What follows belongs to an exercise in optimizing a design on an open flow for small area and a short achievable clock period; a production flow would make more cautious choices. Where RTL was checked, it was by simulation tests only, not by an equivalence proof against the original. No activity file was given, so power comes from the tool's default toggle rates.

==> module fp16_add, before the edit <==
module fp16_add (
    input  logic [21:0] hi_i,
    input  logic [32:0] lo_i,
    input  logic        sub_i,
    output logic [33:0] mag_o,
    output logic        neg_o
);
    logic [34:0] t0, t1;
    always_comb begin
        t0    = {1'b0, hi_i, 11'd0} + {1'b0, sub_i, lo_i};
        t1    = {1'b0, hi_i, 11'd0} + {1'b0, sub_i, lo_i} + 35'd1;
        neg_o = sub_i & ~t0[34];
        if (!sub_i)
            mag_o = t0[33:0];
        else if (t0[34])
            mag_o = t1[33:0];
        else
            mag_o = ~t0[33:0];
    end
endmodule
export LEC_CHECK = 0
export CAP_MARGIN = 20
export CORE_MARGIN = 2
export CORE_UTILIZATION = 40
export CTS_CLUSTER_DIAMETER = 70
export CTS_CLUSTER_SIZE = 40
export SETUP_SLACK_MARGIN = 2.9
export SLEW_MARGIN = 20
create_clock -name core_clock -period 6.0 [get_ports {clk}]
run.sh (not shown) runs the stock make flow with config.mk's settings and CLKGATE_MAP_FILE= SYNTH_SCRIPT=/design/flow/synth_recipe.tcl, a recipe that flattens the netlist after the stock synthesis.
Edit:
--- a/flow/design.v
+++ b/flow/design.v
@@ -859,21 +859,55 @@
         lo_in = p_wins_i ? bb : p;
         lo    = drop ? 33'd0 : {lo_in, 11'd0} >> shift_i;
         lo_o  = sub_i ? ~lo : lo;
     end
 endmodule
+module fp16_cadd #(
+    parameter int W = 34
+) (
+    input  logic [W-1:0] a_i,
+    input  logic [W-1:0] b_i,
+    output logic [W:0]   s0_o,      
+    output logic [W:0]   s1_o       
+);
+    localparam int L = $clog2(W);
+    logic [W-1:0] g [L+1];
+    logic [W-1:0] p [L+1];
+    logic [W-1:0] hp;
+    assign g[0]  = a_i & b_i;
+    assign p[0]  = a_i | b_i;
+    assign hp    = a_i ^ b_i;
+    for (genvar l = 0; l < L; l++) begin : g_lvl
+        for (genvar i = 0; i < W; i++) begin : g_bit
+            if ((i >> l) & 1) begin : g_op
+                localparam int J = ((i >> l) << l) - 1;
+                assign g[l+1][i] = g[l][i] | (p[l][i] & g[l][J]);
+                assign p[l+1][i] = p[l][i] & p[l][J];
+            end else begin : g_pass
+                assign g[l+1][i] = g[l][i];
+                assign p[l+1][i] = p[l][i];
+            end
+        end
+    end
+    logic [W:0] c0, c1;
+    assign c0 = {g[L], 1'b0};
+    assign c1 = {g[L] | p[L], 1'b1};
+    assign s0_o = {c0[W], hp ^ c0[W-1:0]};
+    assign s1_o = {c1[W], hp ^ c1[W-1:0]};
+endmodule
 module fp16_add (
     input  logic [21:0] hi_i,
     input  logic [32:0] lo_i,
     input  logic        sub_i,
     output logic [33:0] mag_o,
     output logic        neg_o
 );
     logic [34:0] t0, t1;
+    fp16_cadd #(34) cadd_i (
+        .a_i({1'b0, hi_i, 11'd0}), .b_i({sub_i, lo_i}), .s0_o(t0), .s1_o(t1)
+    );
     always_comb begin
-        t0    = {1'b0, hi_i, 11'd0} + {1'b0, sub_i, lo_i};
-        t1    = {1'b0, hi_i, 11'd0} + {1'b0, sub_i, lo_i} + 35'd1;
         neg_o = sub_i & ~t0[34];
         if (!sub_i)
             mag_o = t0[33:0];
         else if (t0[34])
             mag_o = t1[33:0];
Total power went up slightly. Critical path depth went down by 1. Clock-buffer cell count is higher by 6. Via count increases by a few percent. Cell count grows by a little under a tenth. Worst hold slack stays flat.


fp16_mac again, from the RTL that the note above started with.
Settings: LEC_CHECK=0, CAP_MARGIN=20, CORE_MARGIN=2, CORE_UTILIZATION=45, CTS_CLUSTER_DIAMETER=70, CTS_CLUSTER_SIZE=40, SETUP_SLACK_MARGIN=2.8, SLEW_MARGIN=20; clock period 6.0 ns.
==> next run, changes <==
--- a/flow/design.v
+++ b/flow/design.v
@@ -862,4 +862,37 @@
     end
 endmodule
+module fp16_cadd #(
+    parameter int W = 34
+) (
+    input  logic [W-1:0] a_i,
+    input  logic [W-1:0] b_i,
+    output logic [W:0]   s0_o,      
+    output logic [W:0]   s1_o       
+);
+    localparam int L = $clog2(W);
+    logic [W-1:0] g [L+1];
+    logic [W-1:0] p [L+1];
+    logic [W-1:0] hp;
+    assign g[0]  = a_i & b_i;
+    assign p[0]  = a_i | b_i;
+    assign hp    = a_i ^ b_i;
+    for (genvar l = 0; l < L; l++) begin : g_lvl
+        for (genvar i = 0; i < W; i++) begin : g_bit
+            if ((i >> l) & 1) begin : g_op
+                localparam int J = ((i >> l) << l) - 1;
+                assign g[l+1][i] = g[l][i] | (p[l][i] & g[l][J]);
+                assign p[l+1][i] = p[l][i] & p[l][J];
+            end else begin : g_pass
+                assign g[l+1][i] = g[l][i];
+                assign p[l+1][i] = p[l][i];
+            end
+        end
+    end
+    logic [W:0] c0, c1;
+    assign c0 = {g[L], 1'b0};
+    assign c1 = {g[L] | p[L], 1'b1};
+    assign s0_o = {c0[W], hp ^ c0[W-1:0]};
+    assign s1_o = {c1[W], hp ^ c1[W-1:0]};
+endmodule
 module fp16_add (
     input  logic [21:0] hi_i,
@@ -870,7 +903,8 @@
 );
     logic [34:0] t0, t1;
+    fp16_cadd #(34) cadd_i (
+        .a_i({1'b0, hi_i, 11'd0}), .b_i({sub_i, lo_i}), .s0_o(t0), .s1_o(t1)
+    );
     always_comb begin
-        t0    = {1'b0, hi_i, 11'd0} + {1'b0, sub_i, lo_i};
-        t1    = {1'b0, hi_i, 11'd0} + {1'b0, sub_i, lo_i} + 35'd1;
         neg_o = sub_i & ~t0[34];
         if (!sub_i)
- worst hold slack is about the same
- clock power barely changes
- register-to-register slack is about the same
- total power came out lower by 0.77%
- die area came out higher by 4.2%
- cell area came out higher by 2.6%
- core utilization came out lower by 0.47 points
- global-route usage came out higher by 0.79 points


fp16_mac, a different RTL version from the one above (not shown whole).
Size: roughly 310 flip-flops, ~72 I/O pins.
==> flow/design.v (excerpt) <==
module fp16_mac (
    input  logic                        clk,
    input  logic                        rst,
    input  logic                        in_valid_i,
    input  logic [2-1:0]           tag_i,
    input  logic [16-1:0]          k_i,
    input  logic [16-1:0]          x_i,
    input  logic [16-1:0]          b_i,
    output logic                        out_valid_o,
    output logic [2-1:0]           tag_o,
    output logic [16-1:0]          result_o
);
    localparam int CSW = 58;       
    logic [10:0] u_k_sig, u_x_sig;
    logic [4:0]  u_k_exp, u_x_exp;
    logic [CSW-1:0] m_cs, c1_cs;
    logic [10:0] e_b_sig, c1_b_sig;
    logic [4:0]  e_b_exp, c1_b_exp;
    logic [6:0]  e_pe, c1_pe;
    logic [7:0]  e_d, c1_d;
    logic        c1_p_sign, c1_b_sign;
    logic [1:0]  c1_tag;
    logic        c1_valid;
    fp16_unpack unpack_k (.w_i(k_i), .sig_o(u_k_sig), .exp_o(u_k_exp));
    fp16_unpack unpack_x (.w_i(x_i), .sig_o(u_x_sig), .exp_o(u_x_exp));
    fp16_mul_a mul_a_i (.a_i(u_k_sig), .b_i(u_x_sig), .cs_o(m_cs));
    fp16_expo1 expo1_i (
        .k_exp_i(u_k_exp), .x_exp_i(u_x_exp), .b_i(b_i),
        .b_sig_o(e_b_sig), .b_exp_o(e_b_exp), .pe_o(e_pe), .d_o(e_d)
    );
    fp16_vpipe #(1'b1) c1_v (.clk, .rst, .d(in_valid_i), .q(c1_valid));
    fp16_pipe #(CSW + 35, 1'b1) c1 (.clk,
        .d({m_cs, e_b_sig, e_b_exp, e_pe, e_d, k_i[15] ^ x_i[15], b_i[15], tag_i}),
        .q({c1_cs, c1_b_sig, c1_b_exp, c1_pe, c1_d, c1_p_sign, c1_b_sign, c1_tag}));
    logic [21:0] m_row0, m_row1, m_prod, c2_prod;
    logic        x_p_wins, x_drop, x_edge, x_sign, x_sub;
    logic [4:0]  x_shift;
    logic [5:0]  x_exp;
    logic [10:0] c2_b_sig;
    logic        c2_p_wins, c2_drop, c2_edge, c2_sign, c2_sub;
    logic [4:0]  c2_shift;
    logic [5:0]  c2_exp;
    logic [1:0]  c2_tag;
    logic        c2_valid;
    fp16_mul_b mul_b_i (.cs_i(c1_cs), .row0_o(m_row0), .row1_o(m_row1));
    fp16_mul_cpa mul_cpa_i (.row0_i(m_row0), .row1_i(m_row1), .prod_o(m_prod));
    fp16_expo2 expo2_i (
        .b_exp_i(c1_b_exp), .pe_i(c1_pe), .d_i(c1_d), .p_sign_i(c1_p_sign), .b_sign_i(c1_b_sign),
  ...
Settings: LEC_CHECK=0, CAP_MARGIN=20, CORE_MARGIN=2, CORE_UTILIZATION=40, SETUP_SLACK_MARGIN=3.2, SLEW_MARGIN=20; clock period 6.0 ns.
The baseline produced a clean layout.
Rerun with:
--- a/flow/design.v
+++ b/flow/design.v
@@ -785,55 +785,55 @@
 `timescale 1ns/1ps
 module fp16_expo1 (
     input  logic [4:0]  k_exp_i,
     input  logic [4:0]  x_exp_i,
     input  logic [15:0] b_i,
     output logic [10:0] b_sig_o,
     output logic [4:0]  b_exp_o,
-    output logic [6:0]  pe_o,        
-    output logic [7:0]  d_o          
+    output logic [5:0]  es_o         
 );
     logic b_n;
     always_comb begin
         b_n     = b_i[14:10] != 5'd0;
         b_exp_o = b_n ? b_i[14:10] : 5'd1;
         b_sig_o = {b_n, b_i[9:0]};
-        pe_o    = {2'd0, k_exp_i} + {2'd0, x_exp_i} - 7'd15;
-        d_o     = {3'd0, k_exp_i} + {3'd0, x_exp_i} - 8'd15 - {3'd0, b_exp_o};
+        es_o    = {1'b0, k_exp_i} + {1'b0, x_exp_i};
     end
 endmodule
 module fp16_expo2 (
     input  logic [4:0] b_exp_i,
-    input  logic [6:0] pe_i,
-    input  logic [7:0] d_i,
+    input  logic [5:0] es_i,
     input  logic       p_sign_i,
     input  logic       b_sign_i,
     output logic       p_wins_o,
     output logic [4:0] shift_o,      
     output logic       drop_o,       
     output logic       edge_o,       
     output logic [5:0] exp_o,        
     output logic       sign_o,
     output logic       sub_o
 );
-    logic signed [7:0] d, nd;
+    logic [5:0] t, pe;
+    logic [6:0] d, nd;      
     always_comb begin
-        d        = $signed(d_i);
-        nd       = -d;
-        p_wins_o = d > 8'sd0;
+        t        = {1'b0, b_exp_i} + 6'd15;
+        d        = {1'b0, es_i} - {1'b0, t};
+        nd       = {1'b0, t} - {1'b0, es_i};
+        pe       = es_i - 6'd15;           
+        p_wins_o = nd[6];
         if (p_wins_o) begin
             shift_o = d[4:0];
-            drop_o  = d > 8'sd21;
-            edge_o  = d == 8'sd21;        
-            exp_o   = pe_i[5:0];
+            drop_o  = d[5:0] > 6'd21;
+            edge_o  = d[5:0] == 6'd21;    
+            exp_o   = pe;
             sign_o  = p_sign_i;
         end else begin
             shift_o = nd[4:0];
-            drop_o  = nd > 8'sd22;
-            edge_o  = nd == 8'sd22;       
+            drop_o  = nd[5:0] > 6'd22;
+            edge_o  = nd[5:0] == 6'd22;   
             exp_o   = {1'b0, b_exp_i};
             sign_o  = b_sign_i;
         end
         sub_o = p_sign_i ^ b_sign_i;
     end
 endmodule
 module fp16_align (
@@ -1014,44 +1014,43 @@
 );
     localparam int CSW = 58;       
     logic [10:0] u_k_sig, u_x_sig;
     logic [4:0]  u_k_exp, u_x_exp;
     logic [CSW-1:0] m_cs, c1_cs;
     logic [10:0] e_b_sig, c1_b_sig;
     logic [4:0]  e_b_exp, c1_b_exp;
-    logic [6:0]  e_pe, c1_pe;
-    logic [7:0]  e_d, c1_d;
+    logic [5:0]  e_es, c1_es;
     logic        c1_p_sign, c1_b_sign;
     logic [1:0]  c1_tag;
     logic        c1_valid;
     fp16_unpack unpack_k (.w_i(k_i), .sig_o(u_k_sig), .exp_o(u_k_exp));
     fp16_unpack unpack_x (.w_i(x_i), .sig_o(u_x_sig), .exp_o(u_x_exp));
     fp16_mul_a mul_a_i (.a_i(u_k_sig), .b_i(u_x_sig), .cs_o(m_cs));
     fp16_expo1 expo1_i (
         .k_exp_i(u_k_exp), .x_exp_i(u_x_exp), .b_i(b_i),
-        .b_sig_o(e_b_sig), .b_exp_o(e_b_exp), .pe_o(e_pe), .d_o(e_d)
+        .b_sig_o(e_b_sig), .b_exp_o(e_b_exp), .es_o(e_es)
     );
     fp16_vpipe #(1'b1) c1_v (.clk, .rst, .d(in_valid_i), .q(c1_valid));
-    fp16_pipe #(CSW + 35, 1'b1) c1 (.clk,
-        .d({m_cs, e_b_sig, e_b_exp, e_pe, e_d, k_i[15] ^ x_i[15], b_i[15], tag_i}),
-        .q({c1_cs, c1_b_sig, c1_b_exp, c1_pe, c1_d, c1_p_sign, c1_b_sign, c1_tag}));
+    fp16_pipe #(CSW + 26, 1'b1) c1 (.clk,
+        .d({m_cs, e_b_sig, e_b_exp, e_es, k_i[15] ^ x_i[15], b_i[15], tag_i}),
+        .q({c1_cs, c1_b_sig, c1_b_exp, c1_es, c1_p_sign, c1_b_sign, c1_tag}));
     logic [21:0] m_row0, m_row1, m_prod, c2_prod;
     logic        x_p_wins, x_drop, x_edge, x_sign, x_sub;
     logic [4:0]  x_shift;
     logic [5:0]  x_exp;
     logic [10:0] c2_b_sig;
     logic        c2_p_wins, c2_drop, c2_edge, c2_sign, c2_sub;
     logic [4:0]  c2_shift;
     logic [5:0]  c2_exp;
     logic [1:0]  c2_tag;
     logic        c2_valid;
     fp16_mul_b mul_b_i (.cs_i(c1_cs), .row0_o(m_row0), .row1_o(m_row1));
     fp16_mul_cpa mul_cpa_i (.row0_i(m_row0), .row1_i(m_row1), .prod_o(m_prod));
     fp16_expo2 expo2_i (
-        .b_exp_i(c1_b_exp), .pe_i(c1_pe), .d_i(c1_d), .p_sign_i(c1_p_sign), .b_sign_i(c1_b_sign),
+        .b_exp_i(c1_b_exp), .es_i(c1_es), .p_sign_i(c1_p_sign), .b_sign_i(c1_b_sign),
         .p_wins_o(x_p_wins), .shift_o(x_shift), .drop_o(x_drop), .edge_o(x_edge),
         .exp_o(x_exp), .sign_o(x_sign), .sub_o(x_sub)
     );
     fp16_vpipe #(1'b1) c2_v (.clk, .rst, .d(c1_valid), .q(c2_valid));
     fp16_pipe #(51, 1'b1) c2 (.clk,
         .d({m_prod, c1_b_sig, x_p_wins, x_shift, x_drop, x_edge, x_exp, x_sign, x_sub, c1_tag}),
         .q({c2_prod, c2_b_sig, c2_p_wins, c2_shift, c2_drop, c2_edge, c2_exp, c2_sign, c2_sub, c2_tag}));
What happened: Global-route usage is lower by 1.3 points; wire length is lower by roughly a tenth; total power is lower by about a fifth; setup slack improved by 0.38 ns; synthesized area is lower by a few percent; via count is lower by roughly a tenth; clock power is lower by about a fifth; cell area is lower by a little under a tenth; die area is lower by a few percent; cell count is lower by a few percent; synthesized cell count is lower by a few percent; register-to-register slack improved by 0.14 ns; sequential cell count is lower by 8.
No functional check of the RTL was part of the first run of this note.

-- what the ideal ports hide --
The flow's constraints put no driver on any port. The routed layouts listed below were extracted and timed again, unchanged, in two steps.
Step 1 sets driving cells, clkbuf_16 on the clock port and buf_2 on the other inputs (assumed; they add their load-dependent delay and slew).
Step 2 adds t to the input delays and takes it off the output delays; t is the mean of the earliest and latest rising clock arrival at the registers after step 1. Input paths then give back, and output paths get back, about the clock's delay inside the block.
Three values: no drivers, after step 1, after step 2; two values: the first two.
run	t, ns	setup WS [ns]	hold slack, ns	worst setup path after step 2	cell pins on the clock port's net
the first run of note 1	0.591	2.923 / 2.947 / 2.357	0.330 / 0.330 / 0.330	input to register	1
the second run of note 1	0.601	2.887 / 2.905 / 2.304	0.327 / 0.327 / 0.327	input to register	1
the first run of note 2	0.587	2.829 / 2.855 / 2.268	0.316 / 0.316 / 0.316	input to register	1
the second run of note 2	0.593	2.843 / 2.877 / 2.284	0.315 / 0.315 / 0.315	input to register	1
the first run of note 3	0.596	2.493 / 2.507 / 1.911	0.309 / 0.309 / 0.309	input to register	1
the second run of note 3	0.613	2.877 / 2.883 / 2.269	0.322 / 0.322 / 0.322	input to register	1
After both steps setup and hold are still met in every run listed. The setup slack of the second run of note 3, which loses most, moves by +0.006 ns with the drivers and by -0.608 ns with both steps.
